This is an optimization exercise on Yosys and OpenROAD, whose aim is small area, not a production implementation. At most, simulation tests tie the RTL to the original design; equivalence was not proved.

==> inputs of branch fjord <==
==> flow/design.v <==
package regbank_pkg;
    localparam int MAX_PAIRS  = 16;
    localparam int REG_IDX_W  = $clog2(MAX_PAIRS) + 1;   
    localparam int ADDR_LSB   = 2;
    localparam int ADDR_WIDTH = REG_IDX_W + ADDR_LSB;
    localparam int DATA_WIDTH = 32;
    localparam int STRB_WIDTH = DATA_WIDTH / 8;
    typedef logic [ADDR_WIDTH-1:0] addr_t;
    typedef logic [DATA_WIDTH-1:0] data_t;
    typedef logic [STRB_WIDTH-1:0] strb_t;
    typedef logic [1:0]            resp_t;
    localparam resp_t RESP_OKAY = 2'b00;
    typedef enum logic {
        KIND_STATUS = 1'b0,
        KIND_CTRL   = 1'b1
    } reg_kind_e;
    typedef struct packed {
        logic [REG_IDX_W-2:0] pair;
        reg_kind_e            kind;
    } reg_fields_t;
    typedef union packed {
        logic [REG_IDX_W-1:0] raw;
        reg_fields_t          fld;
    } reg_idx_u;
endpackage
module rd_select #(
    parameter int N = 17
) (
    input  logic [N-1:0] sel,
    input  logic [N-1:0] src,
    output logic         y
);
    assign y = |(sel & src);
endmodule
module pick2 (
    input  logic a,
    input  logic sa,
    input  logic b,
    input  logic sb,
    output logic y
);
    assign y = (a && sa) || (b && sb);
endmodule
module and2_drv (
    input  logic a,
    input  logic b,
    output logic y
);
    assign y = a && b;
endmodule
module regbank_top #(
    parameter int NUM_PAIRS   = 8,
    parameter int SYNC_STAGES = 2
) (
    input  logic               s_axi_aclk,
    input  logic               s_axi_aresetn,
    input  regbank_pkg::addr_t s_axi_awaddr,
    input  logic               s_axi_awvalid,
    output logic               s_axi_awready,
    input  regbank_pkg::data_t s_axi_wdata,
    input  regbank_pkg::strb_t s_axi_wstrb,
    input  logic               s_axi_wvalid,
    output logic               s_axi_wready,
    output regbank_pkg::resp_t s_axi_bresp,
    output logic               s_axi_bvalid,
    input  logic               s_axi_bready,
    input  regbank_pkg::addr_t s_axi_araddr,
    input  logic               s_axi_arvalid,
    output logic               s_axi_arready,
    output regbank_pkg::data_t s_axi_rdata,
    output regbank_pkg::resp_t s_axi_rresp,
    output logic               s_axi_rvalid,
    input  logic               s_axi_rready,
    input  logic [NUM_PAIRS*regbank_pkg::DATA_WIDTH-1:0] status_in,   
    output logic [NUM_PAIRS*regbank_pkg::DATA_WIDTH-1:0] ctrl_out
);
    localparam int IW = regbank_pkg::REG_IDX_W;    
    localparam int LSB = regbank_pkg::ADDR_LSB;
    localparam int DW = regbank_pkg::DATA_WIDTH;
    localparam int SW = regbank_pkg::STRB_WIDTH;
    assign s_axi_bresp = regbank_pkg::RESP_OKAY;
    assign s_axi_rresp = regbank_pkg::RESP_OKAY;
    logic          aw_pending, w_pending, b_stall, wr_en;
    logic [IW-1:0] aw_buf, waddr;
    logic [DW-1:0] w_buf_data, wr_data;
    logic [SW-1:0] w_buf_strb, wr_strb;
    assign aw_pending = s_axi_awvalid || !s_axi_awready;
    assign w_pending  = s_axi_wvalid || !s_axi_wready;
    assign b_stall    = s_axi_bvalid && !s_axi_bready;
    assign wr_en      = aw_pending && w_pending && !b_stall;
    always_ff @(posedge s_axi_aclk)
    begin
        if (!s_axi_aresetn)
            s_axi_awready <= 1'b1;
        else if (b_stall)
            s_axi_awready <= !aw_pending;
        else if (w_pending)
            s_axi_awready <= 1'b1;
        else
            s_axi_awready <= s_axi_awready && !s_axi_awvalid;
    end
    always_ff @(posedge s_axi_aclk)
    begin
        if (!s_axi_aresetn)
            s_axi_wready <= 1'b1;
        else if (b_stall)
            s_axi_wready <= !w_pending;
        else if (aw_pending)
            s_axi_wready <= 1'b1;
        else
            s_axi_wready <= s_axi_wready && !s_axi_wvalid;
    end
    always_ff @(posedge s_axi_aclk)
    begin
        if (!s_axi_aresetn)
            s_axi_bvalid <= 1'b0;
        else if (wr_en)
            s_axi_bvalid <= 1'b1;
        else if (s_axi_bready)
            s_axi_bvalid <= 1'b0;
    end
    assign waddr   = s_axi_awready ? s_axi_awaddr[LSB +: IW] : aw_buf;
    logic ld_bus, ld_buf;
    assign ld_bus = s_axi_aresetn && s_axi_wready;
    assign ld_buf = s_axi_aresetn && !s_axi_wready;
    for (genvar i = 0; i < DW; i++)
    begin : g_wd
        pick2 u_pick (.a(s_axi_wdata[i]), .sa(ld_bus), .b(w_buf_data[i]), .sb(ld_buf), .y(wr_data[i]));
    end
    assign wr_strb = s_axi_wready ? s_axi_wstrb : w_buf_strb;
    always_ff @(posedge s_axi_aclk)
    begin
        aw_buf     <= waddr;
        w_buf_data <= wr_data;
        w_buf_strb <= wr_strb;
    end
    logic [NUM_PAIRS-1:0][DW-1:0] ctrl_q;
    logic wr_ctrl;
    assign wr_ctrl = wr_en && waddr[0] && !waddr[IW-1];
    logic [DW-1:0] ctrl_d;
    assign ctrl_d = wr_data;
    logic [NUM_PAIRS-1:0]         en_pair;
    logic [SW-1:0]                en_byte;
    logic [NUM_PAIRS-1:0][SW-1:0] ctrl_en;
    always_comb
    begin
        for (int p = 0; p < NUM_PAIRS; p++)
            en_pair[p] = !s_axi_aresetn || (wr_ctrl && waddr[IW-2:1] == p);
        for (int b = 0; b < SW; b++)
            en_byte[b] = !s_axi_aresetn || wr_strb[b];
    end
    for (genvar p = 0; p < NUM_PAIRS; p++)
    begin : g_en_p
        for (genvar b = 0; b < SW; b++)
        begin : g_en_b
            and2_drv u_en (.a(en_pair[p]), .b(en_byte[b]), .y(ctrl_en[p][b]));
        end
    end
    always_ff @(posedge s_axi_aclk)
    begin
        for (int p = 0; p < NUM_PAIRS; p++)
            for (int b = 0; b < SW; b++)
                if (ctrl_en[p][b])
                    ctrl_q[p][8*b +: 8] <= ctrl_d[8*b +: 8];
    end
    assign ctrl_out = ctrl_q;
    (* ASYNC_REG = "TRUE" *) logic [NUM_PAIRS*DW-1:0] sync1, sync2;
    logic [NUM_PAIRS-1:0][DW-1:0] status_r;
    logic [2:0] run_hist;    
    logic       status_ok;
    always_ff @(posedge s_axi_aclk)
    begin
        sync1    <= status_in;
        sync2    <= sync1;
        status_r <= sync2;
        run_hist <= {run_hist[1:0], s_axi_aresetn};
    end
    assign status_ok = &run_hist;
    logic          rd_pending, r_stall;
    logic [IW-1:0] ar_buf, raddr;
    logic [DW-1:0] rd_word;
    assign rd_pending = s_axi_arvalid || !s_axi_arready;
    assign r_stall    = s_axi_rvalid && !s_axi_rready;
    always_ff @(posedge s_axi_aclk)
    begin
        if (!s_axi_aresetn)
            s_axi_rvalid <= 1'b0;
        else if (r_stall)
            s_axi_rvalid <= 1'b1;
        else
            s_axi_rvalid <= rd_pending;
    end
    always_ff @(posedge s_axi_aclk)
    begin
        if (!s_axi_aresetn)
            s_axi_arready <= 1'b1;
        else if (r_stall)
            s_axi_arready <= !rd_pending;
        else
            s_axi_arready <= 1'b1;
    end
    assign raddr = s_axi_arready ? s_axi_araddr[LSB +: IW] : ar_buf;
    always_ff @(posedge s_axi_aclk)
        ar_buf <= raddr;
    logic [2*NUM_PAIRS:0] sel;
    logic [NUM_PAIRS-1:0] rd_pair;
    logic                 rd_ctrl, rd_status;
    assign rd_ctrl   = !r_stall && !raddr[IW-1] && raddr[0];
    assign rd_status = !r_stall && !raddr[IW-1] && !raddr[0] && status_ok;
    always_comb
        for (int p = 0; p < NUM_PAIRS; p++)
            rd_pair[p] = raddr[IW-2:1] == p;
    for (genvar p = 0; p < NUM_PAIRS; p++)
    begin : g_sel
        and2_drv u_c (.a(rd_ctrl),   .b(rd_pair[p]), .y(sel[2*p+1]));
        and2_drv u_s (.a(rd_status), .b(rd_pair[p]), .y(sel[2*p]));
    end
    assign sel[2*NUM_PAIRS] = r_stall;
    for (genvar i = 0; i < DW; i++)
    begin : g_rd
        logic [2*NUM_PAIRS:0] src;
        always_comb
        begin
            for (int p = 0; p < NUM_PAIRS; p++)
            begin
                src[2*p+1] = ctrl_q[p][i];
                src[2*p]   = status_r[p][i];
            end
            src[2*NUM_PAIRS] = s_axi_rdata[i];
        end
        rd_select #(.N(2*NUM_PAIRS+1)) u_sel (.sel(sel), .src(src), .y(rd_word[i]));
    end
    always_ff @(posedge s_axi_aclk)
        s_axi_rdata <= rd_word;
endmodule
==> flow/flow/run.sh <==
#!/bin/bash
# Standard synthesis script on the design with the read-data select (rd_select)
# given as sky130 cells, then the standard layout with the smallest port buffers
# and a lighter clock tree (small leaf buffers, a strong root, no dummy loads).
set -euo pipefail
python3 flow/swap_module.py design.v flow/rd_select_cells.v design_cells.v > swap.log 2>&1
V="VERILOG_FILES=$PWD/design_cells.v"
bash standard.sh "$V" synth > synth.log 2>&1
bash standard.sh "$V" \
  "BUFFER_PORTS_ARGS=-buffer_cell sky130_fd_sc_hd__buf_1" \
  "CTS_ARGS=-sink_clustering_enable -repair_clock_nets -dont_use_dummy_load -buf_list sky130_fd_sc_hd__clkbuf_4 -root_buf sky130_fd_sc_hd__clkbuf_16 -sink_clustering_size 9 -sink_clustering_max_diameter 45" \
  finish > layout.log 2>&1
==> flow/flow/rd_select_cells.v <==
// rd_select mapped by hand onto sky130 cells: five a222oi and an a22oi take
// the 17 select/source pairs, and4 + nand3 OR the six inverted groups.
module rd_select #(
    parameter int N = 17
) (
    input  logic [N-1:0] sel,
    input  logic [N-1:0] src,
    output logic         y
);
    wire g0, g1, g2, g3, g4, g5, w;
    sky130_fd_sc_hd__a222oi_1 u_g0 (.A1(sel[0]),  .A2(src[0]),  .B1(sel[1]),  .B2(src[1]),  .C1(sel[2]),  .C2(src[2]),  .Y(g0));
    sky130_fd_sc_hd__a222oi_1 u_g1 (.A1(sel[3]),  .A2(src[3]),  .B1(sel[4]),  .B2(src[4]),  .C1(sel[5]),  .C2(src[5]),  .Y(g1));
    sky130_fd_sc_hd__a222oi_1 u_g2 (.A1(sel[6]),  .A2(src[6]),  .B1(sel[7]),  .B2(src[7]),  .C1(sel[8]),  .C2(src[8]),  .Y(g2));
    sky130_fd_sc_hd__a222oi_1 u_g3 (.A1(sel[9]),  .A2(src[9]),  .B1(sel[10]), .B2(src[10]), .C1(sel[11]), .C2(src[11]), .Y(g3));
    sky130_fd_sc_hd__a222oi_1 u_g4 (.A1(sel[12]), .A2(src[12]), .B1(sel[13]), .B2(src[13]), .C1(sel[14]), .C2(src[14]), .Y(g4));
    sky130_fd_sc_hd__a22oi_1  u_g5 (.A1(sel[15]), .A2(src[15]), .B1(sel[16]), .B2(src[16]), .Y(g5));
    sky130_fd_sc_hd__and4_1   u_w  (.A(g0), .B(g1), .C(g2), .D(g3), .X(w));
    sky130_fd_sc_hd__nand3_1  u_y  (.A(w), .B(g4), .C(g5), .Y(y));
endmodule

// pick2 as one a22o cell
module pick2 (
    input  logic a,
    input  logic sa,
    input  logic b,
    input  logic sb,
    output logic y
);
    sky130_fd_sc_hd__a22o_1 u_y (.A1(a), .A2(sa), .B1(b), .B2(sb), .X(y));
endmodule

// and2_drv as one and2_2 cell
module and2_drv (
    input  logic a,
    input  logic b,
    output logic y
);
    sky130_fd_sc_hd__and2_2 u_y (.A(a), .B(b), .X(y));
endmodule
==> flow/flow/swap_module.py <==
# Replace each module that the cells file defines (rd_select, pick2, and2_drv) in design.v
# by its cell-level version from the flow folder.
import re, sys
design, cells, out = sys.argv[1:4]
s = open(design).read()
c = open(cells).read()
for name in re.findall(r'^\s*module\s+(\w+)', c, re.M):
    m = re.search(r'^\s*module\s+' + name + r'\b.*?^\s*endmodule\b', s, re.S | re.M)
    if not m:
        sys.exit(name + " not found")
    s = s[:m.start()] + s[m.end():]
open(out, 'w').write(s + "\n" + c)
==> flow/standard.sh <==
#!/bin/bash
# synth_recipe.tcl (not shown) runs the flow's synth.tcl, then flattens the netlist and writes it again
# the make line also repeats each setting of config.mk as NAME=value (left out here)
make -C /OpenROAD-flow-scripts/flow DESIGN_CONFIG=/design/flow/config.mk WORK_HOME=/design/flow/orfs CLKGATE_MAP_FILE= SYNTH_SCRIPT=/design/flow/synth_recipe.tcl "${@:-finish}"
==> flow/config.mk <==
export PLATFORM = sky130hd
export DESIGN_NAME = regbank_top
export DESIGN_NICKNAME = regbank_top
export VERILOG_FILES = /design/flow/design.v
export SDC_FILE = /design/flow/constraint.sdc
export NUM_CORES = 4
export LEC_CHECK = 0
export CAP_MARGIN = 20
export CORE_MARGIN = 2
export CORE_UTILIZATION = 70
export SLEW_MARGIN = 20
==> flow/constraint.sdc <==
create_clock -name core_clock -period 5.0 [get_ports {s_axi_aclk}]
set_input_delay 1.0000 -clock core_clock [delete_from_list [all_inputs] [get_ports {s_axi_aclk}]]
set_output_delay 1.0000 -clock core_clock [all_outputs]
set_load 0.01 [all_outputs]
==> branch xenon: changes against branch fjord <==
--- a/flow/design.v
+++ b/flow/design.v
@@ -41,13 +41,6 @@
 );
     assign y = (a && sa) || (b && sb);
 endmodule
-module and2_drv (
-    input  logic a,
-    input  logic b,
-    output logic y
-);
-    assign y = a && b;
-endmodule
 module regbank_top #(
     parameter int NUM_PAIRS   = 8,
     parameter int SYNC_STAGES = 2
@@ -139,28 +132,11 @@
     assign wr_ctrl = wr_en && waddr[0] && !waddr[IW-1];
     logic [DW-1:0] ctrl_d;
     assign ctrl_d = wr_data;
-    logic [NUM_PAIRS-1:0]         en_pair;
-    logic [SW-1:0]                en_byte;
-    logic [NUM_PAIRS-1:0][SW-1:0] ctrl_en;
-    always_comb
-    begin
-        for (int p = 0; p < NUM_PAIRS; p++)
-            en_pair[p] = !s_axi_aresetn || (wr_ctrl && waddr[IW-2:1] == p);
-        for (int b = 0; b < SW; b++)
-            en_byte[b] = !s_axi_aresetn || wr_strb[b];
-    end
-    for (genvar p = 0; p < NUM_PAIRS; p++)
-    begin : g_en_p
-        for (genvar b = 0; b < SW; b++)
-        begin : g_en_b
-            and2_drv u_en (.a(en_pair[p]), .b(en_byte[b]), .y(ctrl_en[p][b]));
-        end
-    end
     always_ff @(posedge s_axi_aclk)
     begin
         for (int p = 0; p < NUM_PAIRS; p++)
             for (int b = 0; b < SW; b++)
-                if (ctrl_en[p][b])
+                if (!s_axi_aresetn || (wr_ctrl && waddr[IW-2:1] == p && wr_strb[b]))
                     ctrl_q[p][8*b +: 8] <= ctrl_d[8*b +: 8];
     end
     assign ctrl_out = ctrl_q;
@@ -203,19 +179,15 @@
     always_ff @(posedge s_axi_aclk)
         ar_buf <= raddr;
     logic [2*NUM_PAIRS:0] sel;
-    logic [NUM_PAIRS-1:0] rd_pair;
-    logic                 rd_ctrl, rd_status;
-    assign rd_ctrl   = !r_stall && !raddr[IW-1] && raddr[0];
-    assign rd_status = !r_stall && !raddr[IW-1] && !raddr[0] && status_ok;
     always_comb
+    begin
         for (int p = 0; p < NUM_PAIRS; p++)
-            rd_pair[p] = raddr[IW-2:1] == p;
-    for (genvar p = 0; p < NUM_PAIRS; p++)
-    begin : g_sel
-        and2_drv u_c (.a(rd_ctrl),   .b(rd_pair[p]), .y(sel[2*p+1]));
-        and2_drv u_s (.a(rd_status), .b(rd_pair[p]), .y(sel[2*p]));
-    end
-    assign sel[2*NUM_PAIRS] = r_stall;
+        begin
+            sel[2*p+1] = !r_stall && !raddr[IW-1] && raddr[IW-2:1] == p && raddr[0];
+            sel[2*p]   = !r_stall && !raddr[IW-1] && raddr[IW-2:1] == p && !raddr[0] && status_ok;
+        end
+        sel[2*NUM_PAIRS] = r_stall;
+    end
     for (genvar i = 0; i < DW; i++)
     begin : g_rd
         logic [2*NUM_PAIRS:0] src;
--- a/flow/flow/rd_select_cells.v
+++ b/flow/flow/rd_select_cells.v
@@ -28,12 +28,3 @@
 );
     sky130_fd_sc_hd__a22o_1 u_y (.A1(a), .A2(sa), .B1(b), .B2(sb), .X(y));
 endmodule
-
-// and2_drv as one and2_2 cell
-module and2_drv (
-    input  logic a,
-    input  logic b,
-    output logic y
-);
-    sky130_fd_sc_hd__and2_2 u_y (.A(a), .B(b), .X(y));
-endmodule
--- a/flow/flow/swap_module.py
+++ b/flow/flow/swap_module.py
@@ -1,4 +1,4 @@
-# Replace each module that the cells file defines (rd_select, pick2, and2_drv) in design.v
+# Replace each module that the cells file defines (rd_select, pick2) in design.v
 # by its cell-level version from the flow folder.
 import re, sys
 design, cells, out = sys.argv[1:4]
==> branch garnet: changes against branch fjord <==
--- a/flow/design.v
+++ b/flow/design.v
@@ -23,31 +23,6 @@
         reg_fields_t          fld;
     } reg_idx_u;
 endpackage
-module rd_select #(
-    parameter int N = 17
-) (
-    input  logic [N-1:0] sel,
-    input  logic [N-1:0] src,
-    output logic         y
-);
-    assign y = |(sel & src);
-endmodule
-module pick2 (
-    input  logic a,
-    input  logic sa,
-    input  logic b,
-    input  logic sb,
-    output logic y
-);
-    assign y = (a && sa) || (b && sb);
-endmodule
-module and2_drv (
-    input  logic a,
-    input  logic b,
-    output logic y
-);
-    assign y = a && b;
-endmodule
 module regbank_top #(
     parameter int NUM_PAIRS   = 8,
     parameter int SYNC_STAGES = 2
@@ -120,13 +95,7 @@
             s_axi_bvalid <= 1'b0;
     end
     assign waddr   = s_axi_awready ? s_axi_awaddr[LSB +: IW] : aw_buf;
-    logic ld_bus, ld_buf;
-    assign ld_bus = s_axi_aresetn && s_axi_wready;
-    assign ld_buf = s_axi_aresetn && !s_axi_wready;
-    for (genvar i = 0; i < DW; i++)
-    begin : g_wd
-        pick2 u_pick (.a(s_axi_wdata[i]), .sa(ld_bus), .b(w_buf_data[i]), .sb(ld_buf), .y(wr_data[i]));
-    end
+    assign wr_data = s_axi_wready ? s_axi_wdata : w_buf_data;
     assign wr_strb = s_axi_wready ? s_axi_wstrb : w_buf_strb;
     always_ff @(posedge s_axi_aclk)
     begin
@@ -138,29 +107,12 @@
     logic wr_ctrl;
     assign wr_ctrl = wr_en && waddr[0] && !waddr[IW-1];
     logic [DW-1:0] ctrl_d;
-    assign ctrl_d = wr_data;
-    logic [NUM_PAIRS-1:0]         en_pair;
-    logic [SW-1:0]                en_byte;
-    logic [NUM_PAIRS-1:0][SW-1:0] ctrl_en;
-    always_comb
-    begin
-        for (int p = 0; p < NUM_PAIRS; p++)
-            en_pair[p] = !s_axi_aresetn || (wr_ctrl && waddr[IW-2:1] == p);
-        for (int b = 0; b < SW; b++)
-            en_byte[b] = !s_axi_aresetn || wr_strb[b];
-    end
-    for (genvar p = 0; p < NUM_PAIRS; p++)
-    begin : g_en_p
-        for (genvar b = 0; b < SW; b++)
-        begin : g_en_b
-            and2_drv u_en (.a(en_pair[p]), .b(en_byte[b]), .y(ctrl_en[p][b]));
-        end
-    end
+    assign ctrl_d = wr_data & {DW{s_axi_aresetn}};
     always_ff @(posedge s_axi_aclk)
     begin
         for (int p = 0; p < NUM_PAIRS; p++)
             for (int b = 0; b < SW; b++)
-                if (ctrl_en[p][b])
+                if (!s_axi_aresetn || (wr_ctrl && waddr[IW-2:1] == p && wr_strb[b]))
                     ctrl_q[p][8*b +: 8] <= ctrl_d[8*b +: 8];
     end
     assign ctrl_out = ctrl_q;
@@ -202,33 +154,19 @@
     assign raddr = s_axi_arready ? s_axi_araddr[LSB +: IW] : ar_buf;
     always_ff @(posedge s_axi_aclk)
         ar_buf <= raddr;
-    logic [2*NUM_PAIRS:0] sel;
-    logic [NUM_PAIRS-1:0] rd_pair;
-    logic                 rd_ctrl, rd_status;
-    assign rd_ctrl   = !r_stall && !raddr[IW-1] && raddr[0];
-    assign rd_status = !r_stall && !raddr[IW-1] && !raddr[0] && status_ok;
+    logic [NUM_PAIRS-1:0] sel_c, sel_s;
+    logic                 sel_h;
     always_comb
+    begin
         for (int p = 0; p < NUM_PAIRS; p++)
-            rd_pair[p] = raddr[IW-2:1] == p;
-    for (genvar p = 0; p < NUM_PAIRS; p++)
-    begin : g_sel
-        and2_drv u_c (.a(rd_ctrl),   .b(rd_pair[p]), .y(sel[2*p+1]));
-        and2_drv u_s (.a(rd_status), .b(rd_pair[p]), .y(sel[2*p]));
-    end
-    assign sel[2*NUM_PAIRS] = r_stall;
-    for (genvar i = 0; i < DW; i++)
-    begin : g_rd
-        logic [2*NUM_PAIRS:0] src;
-        always_comb
         begin
-            for (int p = 0; p < NUM_PAIRS; p++)
-            begin
-                src[2*p+1] = ctrl_q[p][i];
-                src[2*p]   = status_r[p][i];
-            end
-            src[2*NUM_PAIRS] = s_axi_rdata[i];
+            sel_c[p] = !r_stall && !raddr[IW-1] && raddr[IW-2:1] == p && raddr[0];
+            sel_s[p] = !r_stall && !raddr[IW-1] && raddr[IW-2:1] == p && !raddr[0] && status_ok;
         end
-        rd_select #(.N(2*NUM_PAIRS+1)) u_sel (.sel(sel), .src(src), .y(rd_word[i]));
+        sel_h = r_stall;
+        rd_word = {DW{sel_h}} & s_axi_rdata;
+        for (int p = 0; p < NUM_PAIRS; p++)
+            rd_word = rd_word | ({DW{sel_c[p]}} & ctrl_q[p]) | ({DW{sel_s[p]}} & status_r[p]);
     end
     always_ff @(posedge s_axi_aclk)
         s_axi_rdata <= rd_word;
==> flow/run.sh (new file) <==
#!/bin/bash
# synth_recipe.tcl (not shown) runs the flow's synth.tcl, then flattens the netlist and writes it again
# the make line also repeats each setting of config.mk as NAME=value (left out here)
make -C /OpenROAD-flow-scripts/flow DESIGN_CONFIG=/design/flow/config.mk WORK_HOME=/design/flow/orfs CLKGATE_MAP_FILE= SYNTH_SCRIPT=/design/flow/synth_recipe.tcl finish
--- a/flow/config.mk
+++ b/flow/config.mk
@@ -7,5 +7,5 @@
 export LEC_CHECK = 0
 export CAP_MARGIN = 20
 export CORE_MARGIN = 2
-export CORE_UTILIZATION = 70
+export CORE_UTILIZATION = 40
 export SLEW_MARGIN = 20
removed: flow/flow/run.sh
removed: flow/flow/rd_select_cells.v
removed: flow/flow/swap_module.py
removed: flow/standard.sh
==> flow_summary.toml <==
[run_status]
status = "timing/DRC/antenna clean"

[sta]
fin_crit_sh = 0.757
tightest_slew_ps = 1210

[cells_and_area]
fill_cells = 5915

[route]
wl_met1_microns = 40800
(the above is from branch garnet)
==> flow_summary.toml <==
[route]
wl_met1_microns = 28400

[run_status]
status = "timing/DRC/antenna clean"

[cells_and_area]
n_antenna_cell = 24
fill_cells = 2756
seqCellArea_sq_um = 24800

[sta]
fin_crit_sh = 0.708
tightest_slew_ps = 1140

[global_routing]
grt_use_total = 0.356
(the above is from branch xenon)
==> flow_summary.toml <==
[sta]
fin_crit_sh = 0.641
tightest_slew_ps = 1200

[run_status]
status = "timing/DRC/antenna clean"

[route]
wl_met1_microns = 28800
(the above is from branch fjord)
Only the layout flow was run in branch xenon; the RTL was not checked for function there.

-- afterwards: timing with drivers on the ports --
No port has a modelled driver above. Below, the same layouts with a new extraction and two added sets of constraints.
Step 1, drivers: a clkbuf_16 drives s_axi_aclk and a buf_2 each remaining input, both assumed.
Step 2 moves the port delays by t, midway between the first and last clock arrival at a register: inputs arrive t later, outputs are due t later. That takes back most of the time a late clock gives input paths.
Three values: no drivers, after step 1, after step 2; two values: the first two.
run	t, ns	setup slack, ns	worst setup path at the end	clock arrival spread, ns	slew at the worst register clock pin (ns)
branch fjord	0.736	1.796 / 1.796 / 1.344	input to register	0.059 / 0.059	0.11 / 0.11
branch xenon	0.738	1.460 / 1.460 / 1.244	input to register	0.085 / 0.085	0.10 / 0.10
branch garnet	0.721	1.217 / 1.217 / 0.706	input to register	0.026 / 0.026	0.07 / 0.07
After both steps setup and hold are still met in every run listed. The setup slack of branch garnet, which loses most, moves by 0.000 ns with the drivers and by -0.511 ns with both steps.
